From an optimization exercise on the open Yosys and OpenROAD flow, aimed at small area, a short achievable clock period and few clock cycles per item; shortcuts taken in it are not production practice.
In this exercise RTL edits were held to simulation tests only and were not proved equivalent to the original.
Power figures rest on the tool's default switching activity, not on a simulated workload.

File: design/flow/flow/run.sh
#!/bin/bash
# Standard layout with two changes:
#  - plain buffers on the ports instead of the delay buffers buffer_ports picks
#  - after synthesis, inv_opt.tcl pushes inverters through the full adders
#    (a full adder is self-dual), removing inverter pairs between adder cells
set -euo pipefail
export BUFFER_PORTS_ARGS="-buffer_cell sky130_fd_sc_hd__buf_2"
export POST_SYNTH_TCL="$PWD/flow/inv_opt.tcl"
bash standard.sh > standard_flow.log 2>&1
File: design/flow/standard.sh
#!/bin/bash
# synth_recipe.tcl (not shown) runs the flow's synth.tcl, then flattens the netlist and writes it again
# the make line also repeats each setting of config.mk as NAME=value (left out here)
make -C /OpenROAD-flow-scripts/flow DESIGN_CONFIG=/design/flow/config.mk WORK_HOME=/design/flow/orfs CLKGATE_MAP_FILE= SYNTH_SCRIPT=/design/flow/synth_recipe.tcl "${@:-finish}"
File: design/flow/constraint.sdc
create_clock -name core_clock -period 9.0 [get_ports {clk}]
set_input_delay 1.8000 -clock core_clock [delete_from_list [all_inputs] [get_ports {clk}]]
set_output_delay 1.8000 -clock core_clock [all_outputs]
set_load 0.01 [all_outputs]
File: design/flow/config.mk
export PLATFORM = sky130hd
export DESIGN_NAME = timing_recovery_top
export DESIGN_NICKNAME = timing_recovery_top
export VERILOG_FILES = /design/flow/design.v
export SDC_FILE = /design/flow/constraint.sdc
export NUM_CORES = 4
export LEC_CHECK = 0
export CAP_MARGIN = 20
export CORE_MARGIN = 2
export CORE_UTILIZATION = 40
export SETUP_SLACK_MARGIN = 4.0
export SLEW_MARGIN = 20
File: design/flow/design.v
`default_nettype none
package timing_pkg;
  localparam int SAMPLE_W  = 16;   
  localparam int SYM_W     = 18;   
  localparam int MU_W      = 8;    
  localparam int MU_GAIN_W = 12;   
  typedef logic signed [SAMPLE_W-1:0] sample_t;
  typedef logic signed [SYM_W-1:0] sym_t;
  typedef logic [MU_W-1:0] mu_t;
  typedef logic [MU_GAIN_W-1:0] mu_gain_t;
endpackage
`default_nettype wire
`timescale 1ns/1ps
`default_nettype none
module symbol_nco (
  input  wire                  clk,
  input  wire                  reset_i,
  input  wire                  accept_i,      
  input  wire           [15:0] step_i,
  input  timing_pkg::mu_gain_t mu_gain_i,
  input  wire                  adv_i,         
  output logic                 wrap_o,        
  output logic                 s1_valid_o,
  output timing_pkg::mu_t      mu_o           
);
  localparam int MU_W   = timing_pkg::MU_W;
  localparam int PROD_W = timing_pkg::MU_W + timing_pkg::MU_GAIN_W;   
  logic [15:0]          acc_q;
  logic [16:0]          phase_sum;
  logic [MU_W-1:0]      resid_q;
  timing_pkg::mu_gain_t gain_q;
  logic [PROD_W-1:0]    mu_prod;
  assign phase_sum = {1'b0, acc_q} + {1'b0, step_i};
  assign wrap_o    = phase_sum[16];
  always_ff @(posedge clk) begin
    if (reset_i) begin
      acc_q      <= '0;
      s1_valid_o <= 1'b0;
    end else if (accept_i) begin
      acc_q      <= phase_sum[15:0];
      s1_valid_o <= phase_sum[16];
    end else if (adv_i) begin
      s1_valid_o <= 1'b0;
    end
  end
  always_ff @(posedge clk) begin
    if (accept_i) begin
      resid_q <= phase_sum[15:8];
      gain_q  <= mu_gain_i;
    end
  end
  mu_mult i_mu_mult (
    .a_i (resid_q),
    .b_i (gain_q),
    .p_o (mu_prod)
  );
  always_ff @(posedge clk) begin
    if (adv_i) begin
      mu_o <= (|mu_prod[PROD_W-1:2*MU_W]) ? '1 : mu_prod[2*MU_W-1:MU_W];
    end
  end
endmodule
`default_nettype wire
`timescale 1ns/1ps
`default_nettype none
module mu_mult (
  input  wire [7:0]  a_i,
  input  wire [11:0] b_i,
  output wire [19:0] p_o
);
  wire [11:0] pp0 = b_i & {12{a_i[0]}};
  wire [11:0] pp1 = b_i & {12{a_i[1]}};
  wire [11:0] pp2 = b_i & {12{a_i[2]}};
  wire [11:0] pp3 = b_i & {12{a_i[3]}};
  wire [11:0] pp4 = b_i & {12{a_i[4]}};
  wire [11:0] pp5 = b_i & {12{a_i[5]}};
  wire [11:0] pp6 = b_i & {12{a_i[6]}};
  wire [11:0] pp7 = b_i & {12{a_i[7]}};
  wire m_s0 = pp0[6] ^ pp1[5];
  wire m_c0 = pp0[6] & pp1[5];
  wire m_s1 = pp0[7] ^ pp1[6] ^ pp2[5];
  wire m_c1 = (pp0[7] & pp1[6]) | (pp2[5] & (pp0[7] ^ pp1[6]));
  wire m_s2 = pp3[4] ^ pp4[3];
  wire m_c2 = pp3[4] & pp4[3];
  wire m_s3 = pp0[8] ^ pp1[7] ^ pp2[6];
  wire m_c3 = (pp0[8] & pp1[7]) | (pp2[6] & (pp0[8] ^ pp1[7]));
  wire m_s4 = pp3[5] ^ pp4[4] ^ pp5[3];
  wire m_c4 = (pp3[5] & pp4[4]) | (pp5[3] & (pp3[5] ^ pp4[4]));
  wire m_s5 = pp0[9] ^ pp1[8] ^ pp2[7];
  wire m_c5 = (pp0[9] & pp1[8]) | (pp2[7] & (pp0[9] ^ pp1[8]));
  wire m_s6 = pp3[6] ^ pp4[5] ^ pp5[4];
  wire m_c6 = (pp3[6] & pp4[5]) | (pp5[4] & (pp3[6] ^ pp4[5]));
  wire m_s7 = pp0[10] ^ pp1[9] ^ pp2[8];
  wire m_c7 = (pp0[10] & pp1[9]) | (pp2[8] & (pp0[10] ^ pp1[9]));
  wire m_s8 = pp3[7] ^ pp4[6] ^ pp5[5];
  wire m_c8 = (pp3[7] & pp4[6]) | (pp5[5] & (pp3[7] ^ pp4[6]));
  wire m_s9 = pp0[11] ^ pp1[10] ^ pp2[9];
  wire m_c9 = (pp0[11] & pp1[10]) | (pp2[9] & (pp0[11] ^ pp1[10]));
  wire m_s10 = pp3[8] ^ pp4[7] ^ pp5[6];
  wire m_c10 = (pp3[8] & pp4[7]) | (pp5[6] & (pp3[8] ^ pp4[7]));
  wire m_s11 = pp1[11] ^ pp2[10] ^ pp3[9];
  wire m_c11 = (pp1[11] & pp2[10]) | (pp3[9] & (pp1[11] ^ pp2[10]));
  wire m_s12 = pp4[8] ^ pp5[7];
  wire m_c12 = pp4[8] & pp5[7];
  wire m_s13 = pp2[11] ^ pp3[10] ^ pp4[9];
  wire m_c13 = (pp2[11] & pp3[10]) | (pp4[9] & (pp2[11] ^ pp3[10]));
  wire m_s14 = pp0[4] ^ pp1[3];
  wire m_c14 = pp0[4] & pp1[3];
  wire m_s15 = pp0[5] ^ pp1[4] ^ pp2[3];
  wire m_c15 = (pp0[5] & pp1[4]) | (pp2[3] & (pp0[5] ^ pp1[4]));
  wire m_s16 = pp3[2] ^ pp4[1];
  wire m_c16 = pp3[2] & pp4[1];
  wire m_s17 = pp2[4] ^ pp3[3] ^ pp4[2];
  wire m_c17 = (pp2[4] & pp3[3]) | (pp4[2] & (pp2[4] ^ pp3[3]));
  wire m_s18 = pp5[1] ^ pp6[0] ^ m_s0;
  wire m_c18 = (pp5[1] & pp6[0]) | (m_s0 & (pp5[1] ^ pp6[0]));
  wire m_s19 = pp5[2] ^ pp6[1] ^ pp7[0];
  wire m_c19 = (pp5[2] & pp6[1]) | (pp7[0] & (pp5[2] ^ pp6[1]));
  wire m_s20 = m_s1 ^ m_s2 ^ m_c0;
  wire m_c20 = (m_s1 & m_s2) | (m_c0 & (m_s1 ^ m_s2));
  wire m_s21 = pp6[2] ^ pp7[1] ^ m_s3;
  wire m_c21 = (pp6[2] & pp7[1]) | (m_s3 & (pp6[2] ^ pp7[1]));
  wire m_s22 = m_s4 ^ m_c1 ^ m_c2;
  wire m_c22 = (m_s4 & m_c1) | (m_c2 & (m_s4 ^ m_c1));
  wire m_s23 = pp6[3] ^ pp7[2] ^ m_s5;
  wire m_c23 = (pp6[3] & pp7[2]) | (m_s5 & (pp6[3] ^ pp7[2]));
  wire m_s24 = m_s6 ^ m_c3 ^ m_c4;
  wire m_c24 = (m_s6 & m_c3) | (m_c4 & (m_s6 ^ m_c3));
  wire m_s25 = pp6[4] ^ pp7[3] ^ m_s7;
  wire m_c25 = (pp6[4] & pp7[3]) | (m_s7 & (pp6[4] ^ pp7[3]));
  wire m_s26 = m_s8 ^ m_c5 ^ m_c6;
  wire m_c26 = (m_s8 & m_c5) | (m_c6 & (m_s8 ^ m_c5));
  wire m_s27 = pp6[5] ^ pp7[4] ^ m_s9;
  wire m_c27 = (pp6[5] & pp7[4]) | (m_s9 & (pp6[5] ^ pp7[4]));
  wire m_s28 = m_s10 ^ m_c7 ^ m_c8;
  wire m_c28 = (m_s10 & m_c7) | (m_c8 & (m_s10 ^ m_c7));
  wire m_s29 = pp6[6] ^ pp7[5] ^ m_s11;
  wire m_c29 = (pp6[6] & pp7[5]) | (m_s11 & (pp6[6] ^ pp7[5]));
  wire m_s30 = m_s12 ^ m_c9 ^ m_c10;
  wire m_c30 = (m_s12 & m_c9) | (m_c10 & (m_s12 ^ m_c9));
  wire m_s31 = pp5[8] ^ pp6[7] ^ pp7[6];
  wire m_c31 = (pp5[8] & pp6[7]) | (pp7[6] & (pp5[8] ^ pp6[7]));
  wire m_s32 = m_s13 ^ m_c11 ^ m_c12;
  wire m_c32 = (m_s13 & m_c11) | (m_c12 & (m_s13 ^ m_c11));
  wire m_s33 = pp3[11] ^ pp4[10] ^ pp5[9];
  wire m_c33 = (pp3[11] & pp4[10]) | (pp5[9] & (pp3[11] ^ pp4[10]));
  wire m_s34 = pp6[8] ^ pp7[7] ^ m_c13;
  wire m_c34 = (pp6[8] & pp7[7]) | (m_c13 & (pp6[8] ^ pp7[7]));
  wire m_s35 = pp4[11] ^ pp5[10] ^ pp6[9];
  wire m_c35 = (pp4[11] & pp5[10]) | (pp6[9] & (pp4[11] ^ pp5[10]));
  wire m_s36 = pp0[3] ^ pp1[2];
  wire m_c36 = pp0[3] & pp1[2];
  wire m_s37 = pp2[2] ^ pp3[1] ^ pp4[0];
  wire m_c37 = (pp2[2] & pp3[1]) | (pp4[0] & (pp2[2] ^ pp3[1]));
  wire m_s38 = pp5[0] ^ m_s15 ^ m_s16;
  wire m_c38 = (pp5[0] & m_s15) | (m_s16 & (pp5[0] ^ m_s15));
  wire m_s39 = m_s17 ^ m_s18 ^ m_c15;
  wire m_c39 = (m_s17 & m_s18) | (m_c15 & (m_s17 ^ m_s18));
  wire m_s40 = m_s19 ^ m_s20 ^ m_c17;
  wire m_c40 = (m_s19 & m_s20) | (m_c17 & (m_s19 ^ m_s20));
  wire m_s41 = m_s21 ^ m_s22 ^ m_c19;
  wire m_c41 = (m_s21 & m_s22) | (m_c19 & (m_s21 ^ m_s22));
  wire m_s42 = m_s23 ^ m_s24 ^ m_c21;
  wire m_c42 = (m_s23 & m_s24) | (m_c21 & (m_s23 ^ m_s24));
  wire m_s43 = m_s25 ^ m_s26 ^ m_c23;
  wire m_c43 = (m_s25 & m_s26) | (m_c23 & (m_s25 ^ m_s26));
  wire m_s44 = m_s27 ^ m_s28 ^ m_c25;
  wire m_c44 = (m_s27 & m_s28) | (m_c25 & (m_s27 ^ m_s28));
  wire m_s45 = m_s29 ^ m_s30 ^ m_c27;
  wire m_c45 = (m_s29 & m_s30) | (m_c27 & (m_s29 ^ m_s30));
  wire m_s46 = m_s31 ^ m_s32 ^ m_c29;
  wire m_c46 = (m_s31 & m_s32) | (m_c29 & (m_s31 ^ m_s32));
  wire m_s47 = m_s33 ^ m_s34 ^ m_c31;
  wire m_c47 = (m_s33 & m_s34) | (m_c31 & (m_s33 ^ m_s34));
  wire m_s48 = pp7[8] ^ m_s35 ^ m_c33;
  wire m_c48 = (pp7[8] & m_s35) | (m_c33 & (pp7[8] ^ m_s35));
  wire m_s49 = pp5[11] ^ pp6[10] ^ pp7[9];
  wire m_c49 = (pp5[11] & pp6[10]) | (pp7[9] & (pp5[11] ^ pp6[10]));
  wire m_s50 = pp0[2] ^ pp1[1];
  wire m_c50 = pp0[2] & pp1[1];
  wire m_s51 = pp2[1] ^ pp3[0] ^ m_s36;
  wire m_c51 = (pp2[1] & pp3[0]) | (m_s36 & (pp2[1] ^ pp3[0]));
  wire m_s52 = m_s14 ^ m_s37 ^ m_c36;
  wire m_c52 = (m_s14 & m_s37) | (m_c36 & (m_s14 ^ m_s37));
  wire m_s53 = m_c14 ^ m_s38 ^ m_c37;
  wire m_c53 = (m_c14 & m_s38) | (m_c37 & (m_c14 ^ m_s38));
  wire m_s54 = m_c16 ^ m_s39 ^ m_c38;
  wire m_c54 = (m_c16 & m_s39) | (m_c38 & (m_c16 ^ m_s39));
  wire m_s55 = m_c18 ^ m_s40 ^ m_c39;
  wire m_c55 = (m_c18 & m_s40) | (m_c39 & (m_c18 ^ m_s40));
  wire m_s56 = m_c20 ^ m_s41 ^ m_c40;
  wire m_c56 = (m_c20 & m_s41) | (m_c40 & (m_c20 ^ m_s41));
  wire m_s57 = m_c22 ^ m_s42 ^ m_c41;
  wire m_c57 = (m_c22 & m_s42) | (m_c41 & (m_c22 ^ m_s42));
  wire m_s58 = m_c24 ^ m_s43 ^ m_c42;
  wire m_c58 = (m_c24 & m_s43) | (m_c42 & (m_c24 ^ m_s43));
  wire m_s59 = m_c26 ^ m_s44 ^ m_c43;
  wire m_c59 = (m_c26 & m_s44) | (m_c43 & (m_c26 ^ m_s44));
  wire m_s60 = m_c28 ^ m_s45 ^ m_c44;
  wire m_c60 = (m_c28 & m_s45) | (m_c44 & (m_c28 ^ m_s45));
  wire m_s61 = m_c30 ^ m_s46 ^ m_c45;
  wire m_c61 = (m_c30 & m_s46) | (m_c45 & (m_c30 ^ m_s46));
  wire m_s62 = m_c32 ^ m_s47 ^ m_c46;
  wire m_c62 = (m_c32 & m_s47) | (m_c46 & (m_c32 ^ m_s47));
  wire m_s63 = m_c34 ^ m_s48 ^ m_c47;
  wire m_c63 = (m_c34 & m_s48) | (m_c47 & (m_c34 ^ m_s48));
  wire m_s64 = m_c35 ^ m_s49 ^ m_c48;
  wire m_c64 = (m_c35 & m_s49) | (m_c48 & (m_c35 ^ m_s49));
  wire m_s65 = pp6[11] ^ pp7[10] ^ m_c49;
  wire m_c65 = (pp6[11] & pp7[10]) | (m_c49 & (pp6[11] ^ pp7[10]));
  wire [19:0] row_a = {1'b0, pp7[11], m_s65, m_s64, m_s63, m_s62, m_s61, m_s60, m_s59, m_s58, m_s57, m_s56, m_s55, m_s54, m_s53, m_s52, m_s51, pp2[0], pp0[1], pp0[0]};
  wire [19:0] row_b = {1'b0, m_c65, m_c64, m_c63, m_c62, m_c61, m_c60, m_c59, m_c58, m_c57, m_c56, m_c55, m_c54, m_c53, m_c52, m_c51, m_c50, m_s50, pp1[0], 1'b0};
  assign p_o = row_a + row_b;
endmodule
`default_nettype wire
`timescale 1ns/1ps
`default_nettype none
module rail_interp (
  input  wire                 clk,
  input  wire                 reset_i,
  input  wire                 accept_i,   
  input  timing_pkg::sample_t smp_i,
  input  wire                 adv_i,      
  input  timing_pkg::mu_t     mu_i,       
  output timing_pkg::sym_t    rail_o      
);
  timing_pkg::sample_t cur_q;     
  timing_pkg::sample_t prev_q;    
  logic [15:0]         xc_q;      
  logic [16:0]         d_q;       
  logic [23:0]         y;
  always_ff @(posedge clk) begin
    if (reset_i) begin
      cur_q <= '0;
    end else if (accept_i) begin
      cur_q <= smp_i;
    end
  end
  always_ff @(posedge clk) begin
    if (accept_i) prev_q <= cur_q;
  end
  always_ff @(posedge clk) begin
    if (adv_i) begin
      xc_q <= cur_q + 16'd256;
      d_q  <= 17'(prev_q) - 17'(cur_q);
    end
  end
  interp_tree i_interp_tree (
    .d_i  (d_q),
    .mu_i (mu_i),
    .xc_i (xc_q),
    .y_o  (y)
  );
  assign rail_o = y[23:6];
endmodule
`default_nettype wire
`timescale 1ns/1ps
`default_nettype none
module interp_tree (
  input  wire [16:0] d_i,
  input  wire [7:0]  mu_i,
  input  wire [15:0] xc_i,
  output wire [23:0] y_o
);
  wire [16:0] pp0 = {~(d_i[16] & mu_i[0]), d_i[15:0] & {16{mu_i[0]}}};
  wire [16:0] pp1 = {~(d_i[16] & mu_i[1]), d_i[15:0] & {16{mu_i[1]}}};
  wire [16:0] pp2 = {~(d_i[16] & mu_i[2]), d_i[15:0] & {16{mu_i[2]}}};
  wire [16:0] pp3 = {~(d_i[16] & mu_i[3]), d_i[15:0] & {16{mu_i[3]}}};
  wire [16:0] pp4 = {~(d_i[16] & mu_i[4]), d_i[15:0] & {16{mu_i[4]}}};
  wire [16:0] pp5 = {~(d_i[16] & mu_i[5]), d_i[15:0] & {16{mu_i[5]}}};
  wire [16:0] pp6 = {~(d_i[16] & mu_i[6]), d_i[15:0] & {16{mu_i[6]}}};
  wire [16:0] pp7 = {~(d_i[16] & mu_i[7]), d_i[15:0] & {16{mu_i[7]}}};
  wire t_s0 = pp0[6] ^ pp1[5];
  wire t_c0 = pp0[6] & pp1[5];
  wire t_s1 = pp0[7] ^ pp1[6] ^ pp2[5];
  wire t_c1 = (pp0[7] & pp1[6]) | (pp2[5] & (pp0[7] ^ pp1[6]));
  wire t_s2 = pp3[4] ^ pp4[3];
  wire t_c2 = pp3[4] & pp4[3];
  wire t_s3 = pp0[8] ^ pp1[7] ^ pp2[6];
  wire t_c3 = (pp0[8] & pp1[7]) | (pp2[6] & (pp0[8] ^ pp1[7]));
  wire t_s4 = pp3[5] ^ pp4[4] ^ pp5[3];
  wire t_c4 = (pp3[5] & pp4[4]) | (pp5[3] & (pp3[5] ^ pp4[4]));
  wire t_s5 = pp6[2] ^ pp7[1];
  wire t_c5 = pp6[2] & pp7[1];
  wire t_s6 = pp0[9] ^ pp1[8] ^ pp2[7];
  wire t_c6 = (pp0[9] & pp1[8]) | (pp2[7] & (pp0[9] ^ pp1[8]));
  wire t_s7 = pp3[6] ^ pp4[5] ^ pp5[4];
  wire t_c7 = (pp3[6] & pp4[5]) | (pp5[4] & (pp3[6] ^ pp4[5]));
  wire t_s8 = pp6[3] ^ pp7[2] ^ xc_i[1];
  wire t_c8 = (pp6[3] & pp7[2]) | (xc_i[1] & (pp6[3] ^ pp7[2]));
  wire t_s9 = pp0[10] ^ pp1[9] ^ pp2[8];
  wire t_c9 = (pp0[10] & pp1[9]) | (pp2[8] & (pp0[10] ^ pp1[9]));
  wire t_s10 = pp3[7] ^ pp4[6] ^ pp5[5];
  wire t_c10 = (pp3[7] & pp4[6]) | (pp5[5] & (pp3[7] ^ pp4[6]));
  wire t_s11 = pp6[4] ^ pp7[3] ^ xc_i[2];
  wire t_c11 = (pp6[4] & pp7[3]) | (xc_i[2] & (pp6[4] ^ pp7[3]));
  wire t_s12 = pp0[11] ^ pp1[10] ^ pp2[9];
  wire t_c12 = (pp0[11] & pp1[10]) | (pp2[9] & (pp0[11] ^ pp1[10]));
  wire t_s13 = pp3[8] ^ pp4[7] ^ pp5[6];
  wire t_c13 = (pp3[8] & pp4[7]) | (pp5[6] & (pp3[8] ^ pp4[7]));
  wire t_s14 = pp6[5] ^ pp7[4] ^ xc_i[3];
  wire t_c14 = (pp6[5] & pp7[4]) | (xc_i[3] & (pp6[5] ^ pp7[4]));
  wire t_s15 = pp0[12] ^ pp1[11] ^ pp2[10];
  wire t_c15 = (pp0[12] & pp1[11]) | (pp2[10] & (pp0[12] ^ pp1[11]));
  wire t_s16 = pp3[9] ^ pp4[8] ^ pp5[7];
  wire t_c16 = (pp3[9] & pp4[8]) | (pp5[7] & (pp3[9] ^ pp4[8]));
  wire t_s17 = pp6[6] ^ pp7[5] ^ xc_i[4];
  wire t_c17 = (pp6[6] & pp7[5]) | (xc_i[4] & (pp6[6] ^ pp7[5]));
  wire t_s18 = pp0[13] ^ pp1[12] ^ pp2[11];
  wire t_c18 = (pp0[13] & pp1[12]) | (pp2[11] & (pp0[13] ^ pp1[12]));
  wire t_s19 = pp3[10] ^ pp4[9] ^ pp5[8];
  wire t_c19 = (pp3[10] & pp4[9]) | (pp5[8] & (pp3[10] ^ pp4[9]));
  wire t_s20 = pp6[7] ^ pp7[6] ^ xc_i[5];
  wire t_c20 = (pp6[7] & pp7[6]) | (xc_i[5] & (pp6[7] ^ pp7[6]));
  wire t_s21 = pp0[14] ^ pp1[13] ^ pp2[12];
  wire t_c21 = (pp0[14] & pp1[13]) | (pp2[12] & (pp0[14] ^ pp1[13]));
  wire t_s22 = pp3[11] ^ pp4[10] ^ pp5[9];
  wire t_c22 = (pp3[11] & pp4[10]) | (pp5[9] & (pp3[11] ^ pp4[10]));
  wire t_s23 = pp6[8] ^ pp7[7] ^ xc_i[6];
  wire t_c23 = (pp6[8] & pp7[7]) | (xc_i[6] & (pp6[8] ^ pp7[7]));
  wire t_s24 = pp0[15] ^ pp1[14] ^ pp2[13];
  wire t_c24 = (pp0[15] & pp1[14]) | (pp2[13] & (pp0[15] ^ pp1[14]));
  wire t_s25 = pp3[12] ^ pp4[11] ^ pp5[10];
  wire t_c25 = (pp3[12] & pp4[11]) | (pp5[10] & (pp3[12] ^ pp4[11]));
  wire t_s26 = pp6[9] ^ pp7[8] ^ xc_i[7];
  wire t_c26 = (pp6[9] & pp7[8]) | (xc_i[7] & (pp6[9] ^ pp7[8]));
  wire t_s27 = pp0[16] ^ pp1[15] ^ pp2[14];
  wire t_c27 = (pp0[16] & pp1[15]) | (pp2[14] & (pp0[16] ^ pp1[15]));
  wire t_s28 = pp3[13] ^ pp4[12] ^ pp5[11];
  wire t_c28 = (pp3[13] & pp4[12]) | (pp5[11] & (pp3[13] ^ pp4[12]));
  wire t_s29 = pp6[10] ^ pp7[9] ^ xc_i[8];
  wire t_c29 = (pp6[10] & pp7[9]) | (xc_i[8] & (pp6[10] ^ pp7[9]));
  wire t_s30 = pp1[16] ^ pp2[15] ^ pp3[14];
  wire t_c30 = (pp1[16] & pp2[15]) | (pp3[14] & (pp1[16] ^ pp2[15]));
  wire t_s31 = pp4[13] ^ pp5[12] ^ pp6[11];
  wire t_c31 = (pp4[13] & pp5[12]) | (pp6[11] & (pp4[13] ^ pp5[12]));
  wire t_s32 = pp7[10] ^ xc_i[9];
  wire t_c32 = pp7[10] & xc_i[9];
  wire t_s33 = pp2[16] ^ pp3[15] ^ pp4[14];
  wire t_c33 = (pp2[16] & pp3[15]) | (pp4[14] & (pp2[16] ^ pp3[15]));
  wire t_s34 = pp5[13] ^ pp6[12] ^ pp7[11];
  wire t_c34 = (pp5[13] & pp6[12]) | (pp7[11] & (pp5[13] ^ pp6[12]));
  wire t_s35 = pp3[16] ^ pp4[15] ^ pp5[14];
  wire t_c35 = (pp3[16] & pp4[15]) | (pp5[14] & (pp3[16] ^ pp4[15]));
  wire t_s36 = pp0[4] ^ pp1[3];
  wire t_c36 = pp0[4] & pp1[3];
  wire t_s37 = pp0[5] ^ pp1[4] ^ pp2[3];
  wire t_c37 = (pp0[5] & pp1[4]) | (pp2[3] & (pp0[5] ^ pp1[4]));
  wire t_s38 = pp3[2] ^ pp4[1];
  wire t_c38 = pp3[2] & pp4[1];
  wire t_s39 = pp2[4] ^ pp3[3] ^ pp4[2];
  wire t_c39 = (pp2[4] & pp3[3]) | (pp4[2] & (pp2[4] ^ pp3[3]));
  wire t_s40 = pp5[1] ^ pp6[0] ^ t_s0;
  wire t_c40 = (pp5[1] & pp6[0]) | (t_s0 & (pp5[1] ^ pp6[0]));
  wire t_s41 = pp5[2] ^ pp6[1] ^ pp7[0];
  wire t_c41 = (pp5[2] & pp6[1]) | (pp7[0] & (pp5[2] ^ pp6[1]));
  wire t_s42 = t_s1 ^ t_s2 ^ t_c0;
  wire t_c42 = (t_s1 & t_s2) | (t_c0 & (t_s1 ^ t_s2));
  wire t_s43 = xc_i[0] ^ t_s3 ^ t_s4;
  wire t_c43 = (xc_i[0] & t_s3) | (t_s4 & (xc_i[0] ^ t_s3));
  wire t_s44 = t_s5 ^ t_c1 ^ t_c2;
  wire t_c44 = (t_s5 & t_c1) | (t_c2 & (t_s5 ^ t_c1));
  wire t_s45 = t_s6 ^ t_s7 ^ t_s8;
  wire t_c45 = (t_s6 & t_s7) | (t_s8 & (t_s6 ^ t_s7));
  wire t_s46 = t_c3 ^ t_c4 ^ t_c5;
  wire t_c46 = (t_c3 & t_c4) | (t_c5 & (t_c3 ^ t_c4));
  wire t_s47 = t_s9 ^ t_s10 ^ t_s11;
  wire t_c47 = (t_s9 & t_s10) | (t_s11 & (t_s9 ^ t_s10));
  wire t_s48 = t_c6 ^ t_c7 ^ t_c8;
  wire t_c48 = (t_c6 & t_c7) | (t_c8 & (t_c6 ^ t_c7));
  wire t_s49 = t_s12 ^ t_s13 ^ t_s14;
  wire t_c49 = (t_s12 & t_s13) | (t_s14 & (t_s12 ^ t_s13));
  wire t_s50 = t_c9 ^ t_c10 ^ t_c11;
  wire t_c50 = (t_c9 & t_c10) | (t_c11 & (t_c9 ^ t_c10));
  wire t_s51 = t_s15 ^ t_s16 ^ t_s17;
  wire t_c51 = (t_s15 & t_s16) | (t_s17 & (t_s15 ^ t_s16));
  wire t_s52 = t_c12 ^ t_c13 ^ t_c14;
  wire t_c52 = (t_c12 & t_c13) | (t_c14 & (t_c12 ^ t_c13));
  wire t_s53 = t_s18 ^ t_s19 ^ t_s20;
  wire t_c53 = (t_s18 & t_s19) | (t_s20 & (t_s18 ^ t_s19));
  wire t_s54 = t_c15 ^ t_c16 ^ t_c17;
  wire t_c54 = (t_c15 & t_c16) | (t_c17 & (t_c15 ^ t_c16));
  wire t_s55 = t_s21 ^ t_s22 ^ t_s23;
  wire t_c55 = (t_s21 & t_s22) | (t_s23 & (t_s21 ^ t_s22));
  wire t_s56 = t_c18 ^ t_c19 ^ t_c20;
  wire t_c56 = (t_c18 & t_c19) | (t_c20 & (t_c18 ^ t_c19));
  wire t_s57 = t_s24 ^ t_s25 ^ t_s26;
  wire t_c57 = (t_s24 & t_s25) | (t_s26 & (t_s24 ^ t_s25));
  wire t_s58 = t_c21 ^ t_c22 ^ t_c23;
  wire t_c58 = (t_c21 & t_c22) | (t_c23 & (t_c21 ^ t_c22));
  wire t_s59 = t_s27 ^ t_s28 ^ t_s29;
  wire t_c59 = (t_s27 & t_s28) | (t_s29 & (t_s27 ^ t_s28));
  wire t_s60 = t_c24 ^ t_c25 ^ t_c26;
  wire t_c60 = (t_c24 & t_c25) | (t_c26 & (t_c24 ^ t_c25));
  wire t_s61 = t_s30 ^ t_s31 ^ t_s32;
  wire t_c61 = (t_s30 & t_s31) | (t_s32 & (t_s30 ^ t_s31));
  wire t_s62 = t_c27 ^ t_c28 ^ t_c29;
  wire t_c62 = (t_c27 & t_c28) | (t_c29 & (t_c27 ^ t_c28));
  wire t_s63 = xc_i[10] ^ t_s33 ^ t_s34;
  wire t_c63 = (xc_i[10] & t_s33) | (t_s34 & (xc_i[10] ^ t_s33));
  wire t_s64 = t_c30 ^ t_c31 ^ t_c32;
  wire t_c64 = (t_c30 & t_c31) | (t_c32 & (t_c30 ^ t_c31));
  wire t_s65 = pp6[13] ^ pp7[12] ^ xc_i[11];
  wire t_c65 = (pp6[13] & pp7[12]) | (xc_i[11] & (pp6[13] ^ pp7[12]));
  wire t_s66 = t_s35 ^ t_c33 ^ t_c34;
  wire t_c66 = (t_s35 & t_c33) | (t_c34 & (t_s35 ^ t_c33));
  wire t_s67 = pp4[16] ^ pp5[15] ^ pp6[14];
  wire t_c67 = (pp4[16] & pp5[15]) | (pp6[14] & (pp4[16] ^ pp5[15]));
  wire t_s68 = pp7[13] ^ xc_i[12] ^ t_c35;
  wire t_c68 = (pp7[13] & xc_i[12]) | (t_c35 & (pp7[13] ^ xc_i[12]));
  wire t_s69 = pp5[16] ^ pp6[15] ^ pp7[14];
  wire t_c69 = (pp5[16] & pp6[15]) | (pp7[14] & (pp5[16] ^ pp6[15]));
  wire t_s70 = pp0[3] ^ pp1[2];
  wire t_c70 = pp0[3] & pp1[2];
  wire t_s71 = pp2[2] ^ pp3[1] ^ pp4[0];
  wire t_c71 = (pp2[2] & pp3[1]) | (pp4[0] & (pp2[2] ^ pp3[1]));
  wire t_s72 = pp5[0] ^ t_s37 ^ t_s38;
  wire t_c72 = (pp5[0] & t_s37) | (t_s38 & (pp5[0] ^ t_s37));
  wire t_s73 = t_s39 ^ t_s40 ^ t_c37;
  wire t_c73 = (t_s39 & t_s40) | (t_c37 & (t_s39 ^ t_s40));
  wire t_s74 = t_s41 ^ t_s42 ^ t_c39;
  wire t_c74 = (t_s41 & t_s42) | (t_c39 & (t_s41 ^ t_s42));
  wire t_s75 = t_s43 ^ t_s44 ^ t_c41;
  wire t_c75 = (t_s43 & t_s44) | (t_c41 & (t_s43 ^ t_s44));
  wire t_s76 = t_s45 ^ t_s46 ^ t_c43;
  wire t_c76 = (t_s45 & t_s46) | (t_c43 & (t_s45 ^ t_s46));
  wire t_s77 = t_s47 ^ t_s48 ^ t_c45;
  wire t_c77 = (t_s47 & t_s48) | (t_c45 & (t_s47 ^ t_s48));
  wire t_s78 = t_s49 ^ t_s50 ^ t_c47;
  wire t_c78 = (t_s49 & t_s50) | (t_c47 & (t_s49 ^ t_s50));
  wire t_s79 = t_s51 ^ t_s52 ^ t_c49;
  wire t_c79 = (t_s51 & t_s52) | (t_c49 & (t_s51 ^ t_s52));
  wire t_s80 = t_s53 ^ t_s54 ^ t_c51;
  wire t_c80 = (t_s53 & t_s54) | (t_c51 & (t_s53 ^ t_s54));
  wire t_s81 = t_s55 ^ t_s56 ^ t_c53;
  wire t_c81 = (t_s55 & t_s56) | (t_c53 & (t_s55 ^ t_s56));
  wire t_s82 = t_s57 ^ t_s58 ^ t_c55;
  wire t_c82 = (t_s57 & t_s58) | (t_c55 & (t_s57 ^ t_s58));
  wire t_s83 = t_s59 ^ t_s60 ^ t_c57;
  wire t_c83 = (t_s59 & t_s60) | (t_c57 & (t_s59 ^ t_s60));
  wire t_s84 = t_s61 ^ t_s62 ^ t_c59;
  wire t_c84 = (t_s61 & t_s62) | (t_c59 & (t_s61 ^ t_s62));
  wire t_s85 = t_s63 ^ t_s64 ^ t_c61;
  wire t_c85 = (t_s63 & t_s64) | (t_c61 & (t_s63 ^ t_s64));
  wire t_s86 = t_s65 ^ t_s66 ^ t_c63;
  wire t_c86 = (t_s65 & t_s66) | (t_c63 & (t_s65 ^ t_s66));
  wire t_s87 = t_s67 ^ t_s68 ^ t_c65;
  wire t_c87 = (t_s67 & t_s68) | (t_c65 & (t_s67 ^ t_s68));
  wire t_s88 = xc_i[13] ^ t_s69 ^ t_c67;
  wire t_c88 = (xc_i[13] & t_s69) | (t_c67 & (xc_i[13] ^ t_s69));
  wire t_s89 = pp6[16] ^ pp7[15] ^ xc_i[14];
  wire t_c89 = (pp6[16] & pp7[15]) | (xc_i[14] & (pp6[16] ^ pp7[15]));
  wire t_s90 = pp0[2] ^ pp1[1];
  wire t_c90 = pp0[2] & pp1[1];
  wire t_s91 = pp2[1] ^ pp3[0] ^ t_s70;
  wire t_c91 = (pp2[1] & pp3[0]) | (t_s70 & (pp2[1] ^ pp3[0]));
  wire t_s92 = t_s36 ^ t_s71 ^ t_c70;
  wire t_c92 = (t_s36 & t_s71) | (t_c70 & (t_s36 ^ t_s71));
  wire t_s93 = t_c36 ^ t_s72 ^ t_c71;
  wire t_c93 = (t_c36 & t_s72) | (t_c71 & (t_c36 ^ t_s72));
  wire t_s94 = t_c38 ^ t_s73 ^ t_c72;
  wire t_c94 = (t_c38 & t_s73) | (t_c72 & (t_c38 ^ t_s73));
  wire t_s95 = t_c40 ^ t_s74 ^ t_c73;
  wire t_c95 = (t_c40 & t_s74) | (t_c73 & (t_c40 ^ t_s74));
  wire t_s96 = t_c42 ^ t_s75 ^ t_c74;
  wire t_c96 = (t_c42 & t_s75) | (t_c74 & (t_c42 ^ t_s75));
  wire t_s97 = t_c44 ^ t_s76 ^ t_c75;
  wire t_c97 = (t_c44 & t_s76) | (t_c75 & (t_c44 ^ t_s76));
  wire t_s98 = t_c46 ^ t_s77 ^ t_c76;
  wire t_c98 = (t_c46 & t_s77) | (t_c76 & (t_c46 ^ t_s77));
  wire t_s99 = t_c48 ^ t_s78 ^ t_c77;
  wire t_c99 = (t_c48 & t_s78) | (t_c77 & (t_c48 ^ t_s78));
  wire t_s100 = t_c50 ^ t_s79 ^ t_c78;
  wire t_c100 = (t_c50 & t_s79) | (t_c78 & (t_c50 ^ t_s79));
  wire t_s101 = t_c52 ^ t_s80 ^ t_c79;
  wire t_c101 = (t_c52 & t_s80) | (t_c79 & (t_c52 ^ t_s80));
  wire t_s102 = t_c54 ^ t_s81 ^ t_c80;
  wire t_c102 = (t_c54 & t_s81) | (t_c80 & (t_c54 ^ t_s81));
  wire t_s103 = t_c56 ^ t_s82 ^ t_c81;
  wire t_c103 = (t_c56 & t_s82) | (t_c81 & (t_c56 ^ t_s82));
  wire t_s104 = t_c58 ^ t_s83 ^ t_c82;
  wire t_c104 = (t_c58 & t_s83) | (t_c82 & (t_c58 ^ t_s83));
  wire t_s105 = t_c60 ^ t_s84 ^ t_c83;
  wire t_c105 = (t_c60 & t_s84) | (t_c83 & (t_c60 ^ t_s84));
  wire t_s106 = t_c62 ^ t_s85 ^ t_c84;
  wire t_c106 = (t_c62 & t_s85) | (t_c84 & (t_c62 ^ t_s85));
  wire t_s107 = t_c64 ^ t_s86 ^ t_c85;
  wire t_c107 = (t_c64 & t_s86) | (t_c85 & (t_c64 ^ t_s86));
  wire t_s108 = t_c66 ^ t_s87 ^ t_c86;
  wire t_c108 = (t_c66 & t_s87) | (t_c86 & (t_c66 ^ t_s87));
  wire t_s109 = t_c68 ^ t_s88 ^ t_c87;
  wire t_c109 = (t_c68 & t_s88) | (t_c87 & (t_c68 ^ t_s88));
  wire t_s110 = t_c69 ^ t_s89 ^ t_c88;
  wire t_c110 = (t_c69 & t_s89) | (t_c88 & (t_c69 ^ t_s89));
  wire t_s111 = pp7[16] ^ xc_i[15] ^ t_c89;
  wire t_c111 = (pp7[16] & xc_i[15]) | (t_c89 & (pp7[16] ^ xc_i[15]));
  wire [23:0] row_a = {t_s111, t_s110, t_s109, t_s108, t_s107, t_s106, t_s105, t_s104, t_s103, t_s102, t_s101, t_s100, t_s99, t_s98, t_s97, t_s96, t_s95, t_s94, t_s93, t_s92, t_s91, pp2[0], pp0[1], pp0[0]};
  wire [23:0] row_b = {t_c110, t_c109, t_c108, t_c107, t_c106, t_c105, t_c104, t_c103, t_c102, t_c101, t_c100, t_c99, t_c98, t_c97, t_c96, t_c95, t_c94, t_c93, t_c92, t_c91, t_c90, t_s90, pp1[0], 1'b0};
  assign y_o = row_a + row_b;
endmodule
`default_nettype wire
`timescale 1ns/1ps
`default_nettype none
module symbol_joiner (
  input  wire              clk,
  input  wire              reset_i,
  input  wire              push_i,
  input  timing_pkg::sym_t i_sym_i,
  input  timing_pkg::sym_t q_sym_i,
  input  wire              sym_ready_i,
  output logic             free_o,        
  output logic             sym_valid_o,
  output timing_pkg::sym_t sym_i_o,
  output timing_pkg::sym_t sym_q_o
);
  assign free_o = !sym_valid_o | sym_ready_i;
  always_ff @(posedge clk) begin
    if (reset_i) begin
      sym_valid_o <= 1'b0;
    end else if (free_o) begin
      sym_valid_o <= push_i;
    end
  end
  always_ff @(posedge clk) begin
    if (push_i) begin
      sym_i_o <= i_sym_i;
      sym_q_o <= q_sym_i;
    end
  end
endmodule
`default_nettype wire
`timescale 1ns/1ps
`default_nettype none
module timing_recovery_top (
  input  wire                  clk,
  input  wire                  reset_i,
  input  wire                  raw_valid_i,
  input  timing_pkg::sample_t  raw_i_i,
  input  timing_pkg::sample_t  raw_q_i,
  input  wire           [15:0] step_i,
  input  timing_pkg::mu_gain_t mu_gain_i,
  input  wire                  sym_ready_i,
  output logic                 raw_ready_o,
  output logic                 sym_valid_o,
  output timing_pkg::sym_t     sym_i_o,
  output timing_pkg::sym_t     sym_q_o
);
  logic             accept;
  logic             s1_valid;
  logic             s2_valid;
  logic             out_free;   
  logic             en2;        
  logic             adv;        
  logic             push;       
  timing_pkg::mu_t  mu;
  timing_pkg::sym_t rail_i;
  timing_pkg::sym_t rail_q;
  assign push        = s2_valid & out_free;
  assign en2         = !s2_valid | out_free;
  assign adv         = s1_valid & en2;
  assign raw_ready_o = !s1_valid | en2;
  assign accept      = raw_valid_i & raw_ready_o;
  symbol_nco i_symbol_nco (
    .clk        (clk),
    .reset_i    (reset_i),
    .accept_i   (accept),
    .step_i     (step_i),
    .mu_gain_i  (mu_gain_i),
    .adv_i      (adv),
    .wrap_o     (),
    .s1_valid_o (s1_valid),
    .mu_o       (mu)
  );
  rail_interp i_rail_i (
    .clk      (clk),
    .reset_i  (reset_i),
    .accept_i (accept),
    .smp_i    (raw_i_i),
    .adv_i    (adv),
    .mu_i     (mu),
    .rail_o   (rail_i)
  );
  rail_interp i_rail_q (
    .clk      (clk),
    .reset_i  (reset_i),
    .accept_i (accept),
    .smp_i    (raw_q_i),
    .adv_i    (adv),
    .mu_i     (mu),
    .rail_o   (rail_q)
  );
  symbol_joiner i_symbol_joiner (
    .clk         (clk),
    .reset_i     (reset_i),
    .push_i      (push),
    .i_sym_i     (rail_i),
    .q_sym_i     (rail_q),
    .sym_ready_i (sym_ready_i),
    .free_o      (out_free),
    .sym_valid_o (sym_valid_o),
    .sym_i_o     (sym_i_o),
    .sym_q_o     (sym_q_o)
  );
  always_ff @(posedge clk) begin
    if (reset_i) begin
      s2_valid <= 1'b0;
    end else if (en2) begin
      s2_valid <= adv;
    end
  end
endmodule
`default_nettype wire
File: design/flow/flow/inv_opt.tcl
# Push inverters through full adders (sky130 fa is self-dual:
# FA(~a,~b,~c) = (~sum, ~cout)) wherever that removes inverters.
# Runs on the synthesized netlist loaded in OpenROAD (POST_SYNTH_TCL hook).

namespace eval invopt {
  variable block
  variable inv_master
  variable uid 0

  proc is_inv {inst} {
    set n [[$inst getMaster] getName]
    return [string match "sky130_fd_sc_hd__inv_*" $n]
  }
  proc is_fa {inst} {
    return [string match "sky130_fd_sc_hd__fa_*" [[$inst getMaster] getName]]
  }
  proc driver {net} {
    foreach it [$net getITerms] {
      if {[$it isOutputSignal]} { return $it }
    }
    return ""
  }
  proc loads {net} {
    set l {}
    foreach it [$net getITerms] {
      if {[$it isInputSignal]} { lappend l $it }
    }
    return $l
  }
  proc has_bterm {net} {
    return [expr {[llength [$net getBTerms]] > 0}]
  }
  # inverter driven by net, if any: returns its output net or ""
  proc inv_of {net} {
    foreach it [loads $net] {
      set inst [$it getInst]
      if {[is_inv $inst]} { return [[$inst findITerm Y] getNet] }
    }
    return ""
  }
  proc new_net {} {
    variable block
    variable uid
    incr uid
    return [odb::dbNet_create $block "invopt_n$uid"]
  }
  proc new_inv {a y} {
    variable block
    variable inv_master
    variable uid
    incr uid
    set inst [odb::dbInst_create $block $inv_master "invopt_i$uid"]
    [$inst findITerm A] connect $a
    [$inst findITerm Y] connect $y
    return $inst
  }

  proc gain {f} {
    set g 0
    set seen {}
    foreach p {A B CIN} {
      set x [[$f findITerm $p] getNet]
      if {$x eq "NULL" || $x eq ""} { return -99 }
      if {[lsearch $seen $x] >= 0} { return -99 }
      lappend seen $x
      set d [driver $x]
      if {$d ne "" && [is_inv [$d getInst]]} {
        if {[llength [loads $x]] == 1 && ![has_bterm $x]} { incr g }
      } elseif {[inv_of $x] eq ""} {
        incr g -1
      }
    }
    foreach p {SUM COUT} {
      set s [[$f findITerm $p] getNet]
      if {$s eq "NULL" || $s eq ""} { return -99 }
      set other [has_bterm $s]
      foreach it [loads $s] {
        set inst [$it getInst]
        if {[is_inv $inst] && ![has_bterm [[$inst findITerm Y] getNet]]} {
          incr g
        } else {
          set other 1
        }
      }
      if {$other} { incr g -1 }
    }
    return $g
  }

  proc flip {f} {
    foreach p {A B CIN} {
      set it [$f findITerm $p]
      set x [$it getNet]
      set d [driver $x]
      if {$d ne "" && [is_inv [$d getInst]]} {
        set dinst [$d getInst]
        set y [[$dinst findITerm A] getNet]
        $it disconnect
        $it connect $y
        if {[llength [loads $x]] == 0 && ![has_bterm $x]} {
          odb::dbInst_destroy $dinst
          odb::dbNet_destroy $x
        }
      } else {
        set z [inv_of $x]
        if {$z eq ""} {
          set z [new_net]
          new_inv $x $z
        }
        $it disconnect
        $it connect $z
      }
    }
    foreach p {SUM COUT} {
      set it [$f findITerm $p]
      set s [$it getNet]
      set s2 [new_net]
      $it disconnect
      $it connect $s2
      set other [has_bterm $s]
      foreach l [loads $s] {
        set inst [$l getInst]
        if {[is_inv $inst] && ![has_bterm [[$inst findITerm Y] getNet]]} {
          set t [[$inst findITerm Y] getNet]
          foreach tl [loads $t] {
            $tl disconnect
            $tl connect $s2
          }
          odb::dbInst_destroy $inst
          odb::dbNet_destroy $t
        } else {
          set other 1
        }
      }
      if {$other} {
        new_inv $s2 $s
      } else {
        odb::dbNet_destroy $s
      }
    }
  }

  proc count_inv {} {
    variable block
    set n 0
    foreach i [$block getInsts] { if {[is_inv $i]} { incr n } }
    return $n
  }

  proc run {} {
    variable block
    variable inv_master
    set block [ord::get_db_block]
    set inv_master [[ord::get_db] findMaster sky130_fd_sc_hd__inv_1]
    set before [count_inv]
    for {set pass 0} {$pass < 20} {incr pass} {
      set changed 0
      foreach f [$block getInsts] {
        if {![is_fa $f]} { continue }
        if {[gain $f] > 0} {
          flip $f
          incr changed
        }
      }
      if {$changed == 0} { break }
    }
    puts "invopt: inverters $before -> [count_inv] after $pass passes"
  }
}
invopt::run
==> results of run 1 <==
-- through the flow --
| step | power, W | worst slack [ns] | area [um2] | util |
|---|---|---|---|---|
| 2_1_floorplan | 0.00422 | 4.25 | 19100 | - |
| 3_5_place_dp | 0.00495 | 3.36 | 20300 | 0.429 |
| 3_3_place_gp | 0.00487 | 3.43 | 20300 | 0.429 |
| 5_1_grt | 0.00701 | 3.97 | 21700 | 0.457 |
| 4_1_cts | 0.00618 | 4.00 | 21400 | 0.451 |
| 6_report | 0.00636 | 4.16 | 21700 | 0.457 |
-- area by class of cell --
class,count,area [um2],share of cell area
Multi-Input combinational cell,1361,12600,0.579
Sequential cell,213,5890,0.271
Timing Repair Buffer,129,812,0.0374
Clock buffer,34,776,0.0358
Tap cell,615,769,0.0355
Inverter,186,699,0.0322
Clock inverter,15,186,0.00859
-- flip-flops by register name, indices dropped and copies added (netlist names) --
register	cells
i_symbol_nco.s1_valid_o	1
i_symbol_joiner.sym_valid_o	1
i_symbol_joiner.sym_i_o	18
i_rail_i.d_q	17
i_rail_q.prev_q	16
i_rail_q.cur_q	16
i_symbol_nco.resid_q	8
i_symbol_joiner.sym_q_o	18
s2_valid	1
i_rail_q.xc_q	16
i_rail_i.xc_q	16
i_rail_i.prev_q	16
i_symbol_nco.gain_q	12
i_symbol_nco.mu_o	8
i_symbol_nco.acc_q	16
i_rail_q.d_q	17
i_rail_i.cur_q	16
-- cell usage in the layout, fill, tap and decap left out, drive strengths merged, types with 7 or more instances in the layout --
master	instances
dfxtp	51
nor2	58
nor2b	17
clkbuf	35
a211oi	10
a21o	17
a21oi	92
and2	209
inv	186
or3	10
xnor2	64
o21ai	42
nand2b	12
clkinv	10
edfxtp	162
nand3	19
buf	128
nand2	269
o21a	18
and3	10
fa	268
ha	132
xor2	13
nor3	23
a31oi	7
-- per-layer routing --
metal  global-route usage  part of all wire
met3               0.0283             0.046
met4               0.0340             0.015
met5                    0           0.00031
met2                0.281              0.46
met1                0.243              0.48
-- where the power goes --
part           internal (W)  leakage (nW)  switching, W
Combinational       0.00181          6.94       0.00202
Sequential          0.00131          1.93     0.0000706
Clock              0.000723         0.470      0.000425
Total               0.00384          9.34       0.00252
-- worst paths after layout --
path | from | to | slack [ns]
worst min-delay path | i_symbol_nco.acc_q[0] | i_symbol_nco.acc_q[0] | 0.46
worst max-delay path | i_symbol_nco.mu_o[0] | i_symbol_joiner.sym_q_o[17] | 4.16
worst max register to register | i_symbol_nco.mu_o[0] | i_symbol_joiner.sym_q_o[17] | 4.16
worst min register to register | i_symbol_nco.acc_q[0] | i_symbol_nco.acc_q[0] | 0.46
-- repair_timing --
| item | in CTS | in global routing |
|---|---|---|
| gates resized for setup | 10 | 32 |
| setup endpoints to repair | 19 | 17 |
| pin swaps | 3 | 12 |
| setup buffers | 9 | 7 |
| gates cloned | 0 | 1 |
-- tightest hold or removal path, delay by kind of cell (launching register included) --
kind	cells	cell delay [ns]
AO/OA/AOI/OAI	1	0.05
AND/OR/NAND/NOR	1	0.05
flip-flops	1	0.31
==> impl_metrics.json, run 1 <==
{
  "status": "finished clean",
  "pin_count_of_the_biggest_net_entering_global_routing": 75,
  "die_area_mm2": 0.0496,
  "critPathMaxStageDelay_ns": 0.57,
  "num-nets-final": 2382,
  "final_antenna_net_count": 0,
  "critical_path.max_fanout": 11,
  "maxSlewHeadroom": 0.371,
  "finalHoldWorstSlack_ns": 0.461,
  "cts.htree.levels": 1,
  "post_drt_wl_per_cell_um": 16.4,
  "clock-skew-final_ns": 0.0138,
  "finalWorstPathRequiredPeriod_ns": 4.84,
  "critical-path-top-delay-family": "adder cells",
  "filler_cell_count": 4474,
  "synth_nets": 2272,
  "gr-usage-all-layers": 0.172,
  "critical_path_cell_count": 16,
  "start_util": 0.403,
  "clock_net_sink_count": 213,
  "post_cts_hold_buffer_count": 0,
  "reg2regPathDepth": 16,
  "port-buffer-count": 101,
  "max_cap_viol_count": 0,
  "final.setup.tns_ns": 0,
  "endpoint_kind": "register",
  "globalRoute.totalOverflow": 0,
  "total_wirelength_mm": 41.8,
  "layout-area-overhead-vs-synth_pct": 13.3,
  "io_pins": 102,
  "crit_slowest_cell": "sky130_fd_sc_hd__fa_1",
  "maxSlewViolCount": 0,
  "worstPathRequired_ns": 9.29,
  "synth.cell_area_mm2": 0.0191,
  "core_mm2": 0.0474,
  "vias_per_cell": 5.04,
  "timing.final.crit_share": 0.537,
  "drt_pass1_iterations": 5,
  "syn_avg_cell_area_um2": 10.6,
  "worstPathCellList": "buf_6 > buf_4 > and2_1 > fa_1 > fa_1 > fa_1 > fa_1 > ha_4 > and3_1 > nand3_1 > a211oi_4 > o31ai_4 > o21ai_2 > a211o_1 > a21oi_2 > xnor2_1",
  "wire_length_of_the_first_global_routing_pass_mm": 69.3,
  "tightest_slew_ns": 0.944,
  "max_freq_mhz": 207,
  "syn_inst": 1808,
  "finalSetupViolations": 0,
  "path_buf_inv": 2,
  "floorplan.die.height_um": 223,
  "worst_hold_stages": 2,
  "yosys_warnings": 4,
  "drive_gt1_frac": 0.104,
  "unrepaired_setup_endpoints_after_global_routing": "false",
  "number_of_buffers_on_the_longest_clock_path": 3,
  "rows": 80,
  "cellPowerDensity_mw_per_mm2": 293,
  "worst_setup_hold_path_clk_slew_ns": 0.06,
  "cellLeakagePower_nw": 9.34,
  "holdCritPathClass": "reg -> reg",
  "hpwl_mm": 31.1,
  "remaining_drc_errors": 0,
  "placedCellCount": 2486,
  "insertion_delay_ns": 0.55,
  "tritoncts.num_buffers": 27,
  "path_class": "reg -> reg",
  "cts.root.buffer_cell": "sky130_fd_sc_hd__clkbuf_16",
  "antenna-diode-count": 0,
  "grt_antenna_before_repair": 1,
  "timing_hold_violations_final": 0,
  "gp_routability_congestion": 0.829,
  "critical_path_arrival_ns": 5.13,
  "startpoint_kind_of_the_worst_setup_timing_path": "register",
  "cts_tree": "done",
  "floorplan.die.width_um": 223,
  "detailroute.via_count": 12879,
  "worst_ir_drop_vdd_v": 0.000166,
  "critical_path.most_common_cell": "sky130_fd_sc_hd__fa_1",
  "drt-initial-drc-count": 558,
  "post_layout_nonfiller_instances": 2553,
  "grt_pass1_vias": 13509
}
Testbench counts, summed over its fixed seeds: cycles 24,012, items 24,000.
==> inputs of run 2 (changes only) <==
--- a/design/flow/config.mk
+++ b/design/flow/config.mk
@@ -8,5 +8,5 @@
 export CAP_MARGIN = 20
 export CORE_MARGIN = 2
 export CORE_UTILIZATION = 40
-export SETUP_SLACK_MARGIN = 4.0
+export SETUP_SLACK_MARGIN = 3.0
 export SLEW_MARGIN = 20
==> impl_metrics.json, run 2 <==
{
  "layout-area-overhead-vs-synth_pct": 10.9,
  "pin_count_of_the_biggest_net_entering_global_routing": 75,
  "drt_pass1_iterations": 4,
  "vias_per_cell": 5.04,
  "number_of_buffers_on_the_longest_clock_path": 3,
  "cts_tree": "done",
  "grt_antenna_before_repair": 2,
  "start_util": 0.403,
  "floorplan.die.width_um": 223,
  "maxSlewHeadroom": 0.316,
  "status": "finished clean",
  "endpoint_kind": "register",
  "synth_nets": 2272,
  "wire_length_of_the_first_global_routing_pass_mm": 69.3,
  "finalSetupViolations": 0,
  "timing.final.crit_share": 0.620,
  "maxSlewViolCount": 0,
  "finalHoldWorstSlack_ns": 0.461,
  "pwr-share-clk": 0.179,
  "timing_hold_violations_final": 0,
  "power.share.sequential": 0.232,
  "grt_met2_use": 0.276,
  "final.setup.tns_ns": 0,
  "syn_avg_cell_area_um2": 10.6,
  "cellLeakagePower_nw": 9.17,
  "final_antenna_net_count": 0,
  "tritoncts.num_buffers": 26,
  "tightest_slew_ns": 1.03,
  "max_freq_mhz": 179,
  "filler_cell_count": 4552,
  "cts.htree.levels": 1,
  "detailroute.via_count": 12778,
  "grt_pass1_vias": 13396,
  "unrepaired_setup_endpoints_after_global_routing": "false",
  "floorplan.die.height_um": 223,
  "drt-initial-drc-count": 607,
  "p_switching_w": 0.00237,
  "cell_internal_pwr_w": 0.00360,
  "multiInputGateArea_mm2": 0.0124,
  "num-nets-final": 2364,
  "max_cap_viol_count": 0,
  "remaining_drc_errors": 0,
  "startpoint_kind_of_the_worst_setup_timing_path": "register",
  "holdCritPathClass": "reg -> reg",
  "grtUsageMet3": 0.0303,
  "layout.cells.most_common_list": "268 x sky130_fd_sc_hd__nand2_1, 268 x sky130_fd_sc_hd__fa_1, 209 x sky130_fd_sc_hd__and2_1",
  "cts_resized": 0,
  "power.switching_fraction": 0.398,
  "yosys_warnings": 4,
  "post_cts_hold_buffer_count": 0,
  "core_mm2": 0.0474,
  "gr-usage-met1": 0.245,
  "cellPowerDensity_mw_per_mm2": 281,
  "comb_pwr_share": 0.590,
  "critical_path.max_fanout": 33,
  "gr-usage-all-layers": 0.172,
  "syn_inst": 1808,
  "cts.repair_timing.setup_buffer_count": 0,
  "clock-skew-final_ns": 0.0128,
  "worst_hold_stages": 2,
  "gp_routability_congestion": 0.843,
  "port-buffer-count": 101,
  "area_taken_by_flip_flops_and_latches_mm2": 0.00589,
  "drive_gt1_frac": 0.0854,
  "top_regs": "i_symbol_joiner.sym_i_o: 18 flops, i_symbol_joiner.sym_q_o: 18 flops",
  "post_drt_wl_per_cell_um": 16.3,
  "synth.cell_area_mm2": 0.0191,
  "critical_path_arrival_ns": 5.88,
  "top_usage_layer": "met2",
  "worst_ir_drop_vdd_v": 0.000148,
  "cts.root.buffer_cell": "sky130_fd_sc_hd__clkbuf_16",
  "globalRoute.totalOverflow": 0,
  "insertion_delay_ns": 0.56,
  "die_area_mm2": 0.0496,
  "total_wirelength_mm": 41.3,
  "hpwl_mm": 31.0,
  "rows": 80,
  "antenna-diode-count": 0,
  "io_pins": 102,
  "worst_setup_hold_path_clk_slew_ns": 0.06,
  "worstPathRequired_ns": 9.30,
  "reg2regPathDepth": 14,
  "path_class": "reg -> reg",
  "finalWorstPathRequiredPeriod_ns": 5.58,
  "clock_net_sink_count": 213
}
run 2: layout make-up:
cell class / instances / share of cell area
tap: 615 / 0.0363
sequential: 213 / 0.277
multi-input combinational: 1361 / 0.584
timing repair buffer: 112 / 0.0278
clock inverter: 13 / 0.00660
inverter: 186 / 0.0330
clock buffer: 35 / 0.0347
run 2: final timing paths:
check | from | end | slack, ns
setup / recovery | i_symbol_nco.mu_o[1] | i_symbol_joiner.sym_i_o[17] | 3.42
hold / removal | i_symbol_nco.acc_q[6] | i_symbol_nco.acc_q[6] | 0.46
setup reg to reg | i_symbol_nco.mu_o[1] | i_symbol_joiner.sym_i_o[17] | 3.42
hold reg to reg | i_symbol_nco.acc_q[6] | i_symbol_nco.acc_q[6] | 0.46
run 2: metal layers:
layer / wire, um / part of all wire / vias to the layer above
met5: 18 / 0.00044 / -
met1: 19800 / 0.48 / 6308
met4: 714 / 0.017 / 4
li1: - / - / 6134
met2: 18600 / 0.45 / 277
met3: 2180 / 0.053 / 55
run 2: power by group through the flow:
stage          sequential, W  combinational [W]  clock (W)
5_1_grt              0.00139            0.00410    0.00114
4_1_cts              0.00138            0.00357    0.00110
3_3_place_gp         0.00140            0.00346          0
3_5_place_dp         0.00140            0.00355          0
2_1_floorplan        0.00137            0.00285          0
6_report             0.00138            0.00352    0.00107
run 2: stage by stage:
step / area, um2 / instances / util / total power, W / setup WS (ns)
after CTS: 21200 / 2535 / 0.447 / 0.00606 / 3.36
after floorplan: 19100 / 1808 / - / 0.00422 / 3.07
after global placement: 20300 / 2487 / 0.429 / 0.00486 / 3.42
after global routing: 21200 / 2535 / 0.447 / 0.00663 / 3.01
after detailed placement: 20300 / 2487 / 0.429 / 0.00495 / 3.37
final: 21200 / 2535 / 0.447 / 0.00597 / 3.42
run 2: worst max-delay path: stages, from the launching register on:
cell                       delay, ns
sky130_fd_sc_hd__edfxtp_1       1.02
sky130_fd_sc_hd__and2_1         0.27
sky130_fd_sc_hd__fa_1           0.45
sky130_fd_sc_hd__fa_1           0.52
sky130_fd_sc_hd__fa_1           0.58
sky130_fd_sc_hd__fa_1           0.42
sky130_fd_sc_hd__ha_1           0.38
sky130_fd_sc_hd__a21o_1         0.23
sky130_fd_sc_hd__a31o_2         0.25
sky130_fd_sc_hd__nor2_1         0.09
sky130_fd_sc_hd__a21oi_1        0.12
sky130_fd_sc_hd__a31oi_1        0.48
sky130_fd_sc_hd__o211ai_1       0.23
sky130_fd_sc_hd__a21oi_1        0.22
sky130_fd_sc_hd__xnor2_1        0.08
==> inputs of run 3 (changes only) <==
--- a/design/flow/config.mk
+++ b/design/flow/config.mk
@@ -8,5 +8,5 @@
 export CAP_MARGIN = 20
 export CORE_MARGIN = 2
 export CORE_UTILIZATION = 40
-export SETUP_SLACK_MARGIN = 3.0
+export SETUP_SLACK_MARGIN = 4.5
 export SLEW_MARGIN = 20
==> impl_metrics.json, run 3 <==
{
  "worstPathRequired_ns": 9.31,
  "syn_avg_cell_area_um2": 10.6,
  "critical_path.max_fanout": 8,
  "layout-area-overhead-vs-synth_pct": 22.3,
  "drt_pass1_iterations": 5,
  "cts.htree.levels": 1,
  "gp_routability_congestion": 0.840,
  "reg2reg_from": "i_symbol_nco.mu_o[0]",
  "final_antenna_net_count": 0,
  "grt_antenna_before_repair": 1,
  "num-nets-final": 2484,
  "maxSlewViolCount": 0,
  "critical_path.endpoint": "i_symbol_joiner.sym_q_o[17]",
  "core_mm2": 0.0474,
  "holdCritPathClass": "reg -> reg",
  "tightest_slew_ns": 0.955,
  "max_cap_viol_count": 0,
  "vias_per_cell": 5.04,
  "io_pins": 102,
  "die_area_mm2": 0.0496,
  "status": "finished clean",
  "post_cts_hold_buffer_count": 0,
  "max_freq_mhz": 208,
  "cts.root.buffer_cell": "sky130_fd_sc_hd__clkbuf_16",
  "pin_count_of_the_biggest_net_entering_global_routing": 75,
  "antenna-diode-count": 0,
  "filler_cell_count": 4269,
  "layout.cells.most_common": "sky130_fd_sc_hd__nand2_1",
  "insertion_delay_ns": 0.58,
  "timing.critical_path.from": "i_symbol_nco.mu_o[0]",
  "synth.cell_area_mm2": 0.0191,
  "syn_inst": 1808,
  "timing.final.crit_share": 0.533,
  "maxSlewHeadroom": 0.363,
  "cts_tree": "done",
  "regToRegSetupSlack_ns": 4.20,
  "tritoncts.num_buffers": 27,
  "total_wirelength_mm": 45.6,
  "synth_nets": 2272,
  "yosys_warnings": 4,
  "number_of_buffers_on_the_longest_clock_path": 3,
  "cellLeakagePower_nw": 10.1,
  "final.setup.tns_ns": 0,
  "placedCellCount": 2488,
  "start_util": 0.403,
  "port-buffer-count": 101,
  "globalRoute.totalOverflow": 0,
  "critical_path_arrival_ns": 5.11,
  "floorplan.die.height_um": 223,
  "clock_net_sink_count": 213,
  "detailroute.via_count": 13396,
  "rows": 80,
  "floorplan.die.width_um": 223,
  "timing_hold_violations_final": 0,
  "wire_length_of_the_first_global_routing_pass_mm": 73.4,
  "post_drt_wl_per_cell_um": 17.2,
  "endpoint_kind": "register",
  "finalWorstPathRequiredPeriod_ns": 4.80,
  "gr-usage-all-layers": 0.185,
  "startpoint_kind_of_the_worst_setup_timing_path": "register",
  "hpwl_mm": 31.4,
  "layout.cells.most_common_list": "259 x sky130_fd_sc_hd__nand2_1, 246 x sky130_fd_sc_hd__fa_1, 191 x sky130_fd_sc_hd__and2_1",
  "drive_gt1_frac": 0.210,
  "finalSetupViolations": 0,
  "cellPowerDensity_mw_per_mm2": 335,
  "grt_pass1_vias": 13929,
  "top_regs": "i_symbol_joiner.sym_i_o: 18 flops, i_symbol_joiner.sym_q_o: 18 flops",
  "regToRegEndpoint": "i_symbol_joiner.sym_q_o[17]",
  "worst_ir_drop_vdd_v": 0.000241,
  "clock-skew-final_ns": 0.0181,
  "drt-initial-drc-count": 651,
  "path_class": "reg -> reg",
  "unrepaired_setup_endpoints_after_global_routing": "true",
  "post_layout_nonfiller_instances": 2656,
  "remaining_drc_errors": 0,
  "worst_setup_hold_path_clk_slew_ns": 0.06,
  "reg2regPathDepth": 17
}
run 3: cell count changes in the layout (fill, tap and decap cells not counted), moves of 12 or more:
cell,change
sky130_fd_sc_hd__a21oi_2,+12
sky130_fd_sc_hd__buf_6,+21
sky130_fd_sc_hd__a21oi_1,-15
sky130_fd_sc_hd__fa_1,-22
sky130_fd_sc_hd__ha_1,-32
sky130_fd_sc_hd__ha_4,+26
sky130_fd_sc_hd__fa_2,+22
sky130_fd_sc_hd__and2_1,-18
sky130_fd_sc_hd__buf_4,+78
sky130_fd_sc_hd__and2_4,+18
run 3: worst min-delay path by stage:
stage,startpoint,to,slack [ns],cells after the start
finish,i_symbol_nco.acc_q[4],i_symbol_nco.acc_q[4],0.46,2
global route,i_symbol_nco.acc_q[4],i_symbol_nco.acc_q[4],0.47,2
CTS,i_symbol_nco.acc_q[4],i_symbol_nco.acc_q[4],0.46,2
detailed placement,i_symbol_nco.acc_q[4],i_symbol_nco.acc_q[4],0.45,2
global placement,i_symbol_nco.acc_q[5],i_symbol_nco.acc_q[5],0.44,2
floorplan,i_rail_q.cur_q[14],i_rail_q.prev_q[14],0.43,0
run 3: where the power goes:
part	switching, W	total [W]	internal [W]	leakage, nW
registers	0.0000634	0.00137	0.00131	1.93
logic	0.00263	0.00537	0.00274	7.69
clock network	0.000440	0.00111	0.000669	0.449
run 3: worst max-delay path, stage by stage (launching register included):
cell                       delay (ns)
sky130_fd_sc_hd__edfxtp_1        0.37
sky130_fd_sc_hd__buf_6           0.15
sky130_fd_sc_hd__buf_12          0.14
sky130_fd_sc_hd__and2_1          0.15
sky130_fd_sc_hd__fa_1            0.47
sky130_fd_sc_hd__fa_1            0.53
sky130_fd_sc_hd__fa_1            0.54
sky130_fd_sc_hd__fa_1            0.46
sky130_fd_sc_hd__ha_4            0.19
sky130_fd_sc_hd__a211o_1         0.27
sky130_fd_sc_hd__o211ai_1        0.15
sky130_fd_sc_hd__a21oi_2         0.13
sky130_fd_sc_hd__o31ai_2         0.20
sky130_fd_sc_hd__buf_4           0.18
sky130_fd_sc_hd__o21ai_4         0.07
sky130_fd_sc_hd__a211o_1         0.30
sky130_fd_sc_hd__a21oi_2         0.16
sky130_fd_sc_hd__xnor2_1         0.08
run 3: repair_timing:
action,CTS,global route
gates cloned,8,1
setup buffers,70,39
setup endpoints to repair,45,80
resized for setup,98,121
pin swaps,86,127
run 3: area by class of cell:
type                    count  area [um2]  share of cell area
clock buffers              38         790              0.0337
well taps                 615         769              0.0329
repair buffers            231        1890              0.0809
multi-input cells        1361       13200               0.566
flip-flops and latches    213        5890               0.251
clock inverters            12         126             0.00540
inverters                 186         701              0.0299
run 3: metrics by stage:
stage	instance area [um2]	hold slack (ns)	util	setup slack, ns	power, W
2_1_floorplan	19200	0.430	-	4.44	0.00428
3_3_place_gp	20400	0.443	0.430	3.77	0.00496
3_5_place_dp	20400	0.452	0.430	3.75	0.00504
4_1_cts	22500	0.459	0.475	4.27	0.00682
5_1_grt	23400	0.473	0.493	4.04	0.00850
6_report	23400	0.459	0.493	4.20	0.00785
run 3: metal layers:
layer | track usage | routed length (um)
met5 | 0 | 13
met4 | 0.0533 | 1250
met3 | 0.0284 | 2090
met2 | 0.304 | 21300
met1 | 0.254 | 20900

port drivers added, routing unchanged:
The results above use ideal ports. As a check the final layouts listed here were re-extracted and re-timed, cells and wires unchanged. Step 1 assumes that a clkbuf_16 drives the clock port and a buf_2 every other input. Step 2 moves the port delays by t, midway between the first and last clock arrival at a register: inputs arrive t later, outputs are due t later. That takes back most of the time a late clock gives input paths. Slacks: no drivers / after step 1 / after step 2; pairs: no drivers / after step 1.
| run | t, ns | slack for setup (ns) | hold WS [ns] |
|---|---|---|---|
| run 1 | 0.601 | 4.164 / 4.164 / 4.164 | 0.461 / 0.461 / 0.461 |
| run 2 | 0.603 | 3.419 / 3.419 / 3.419 | 0.461 / 0.461 / 0.461 |
| run 3 | 0.624 | 4.200 / 4.200 / 4.200 | 0.459 / 0.459 / 0.459 |
After both steps setup and hold are still met in every run listed.
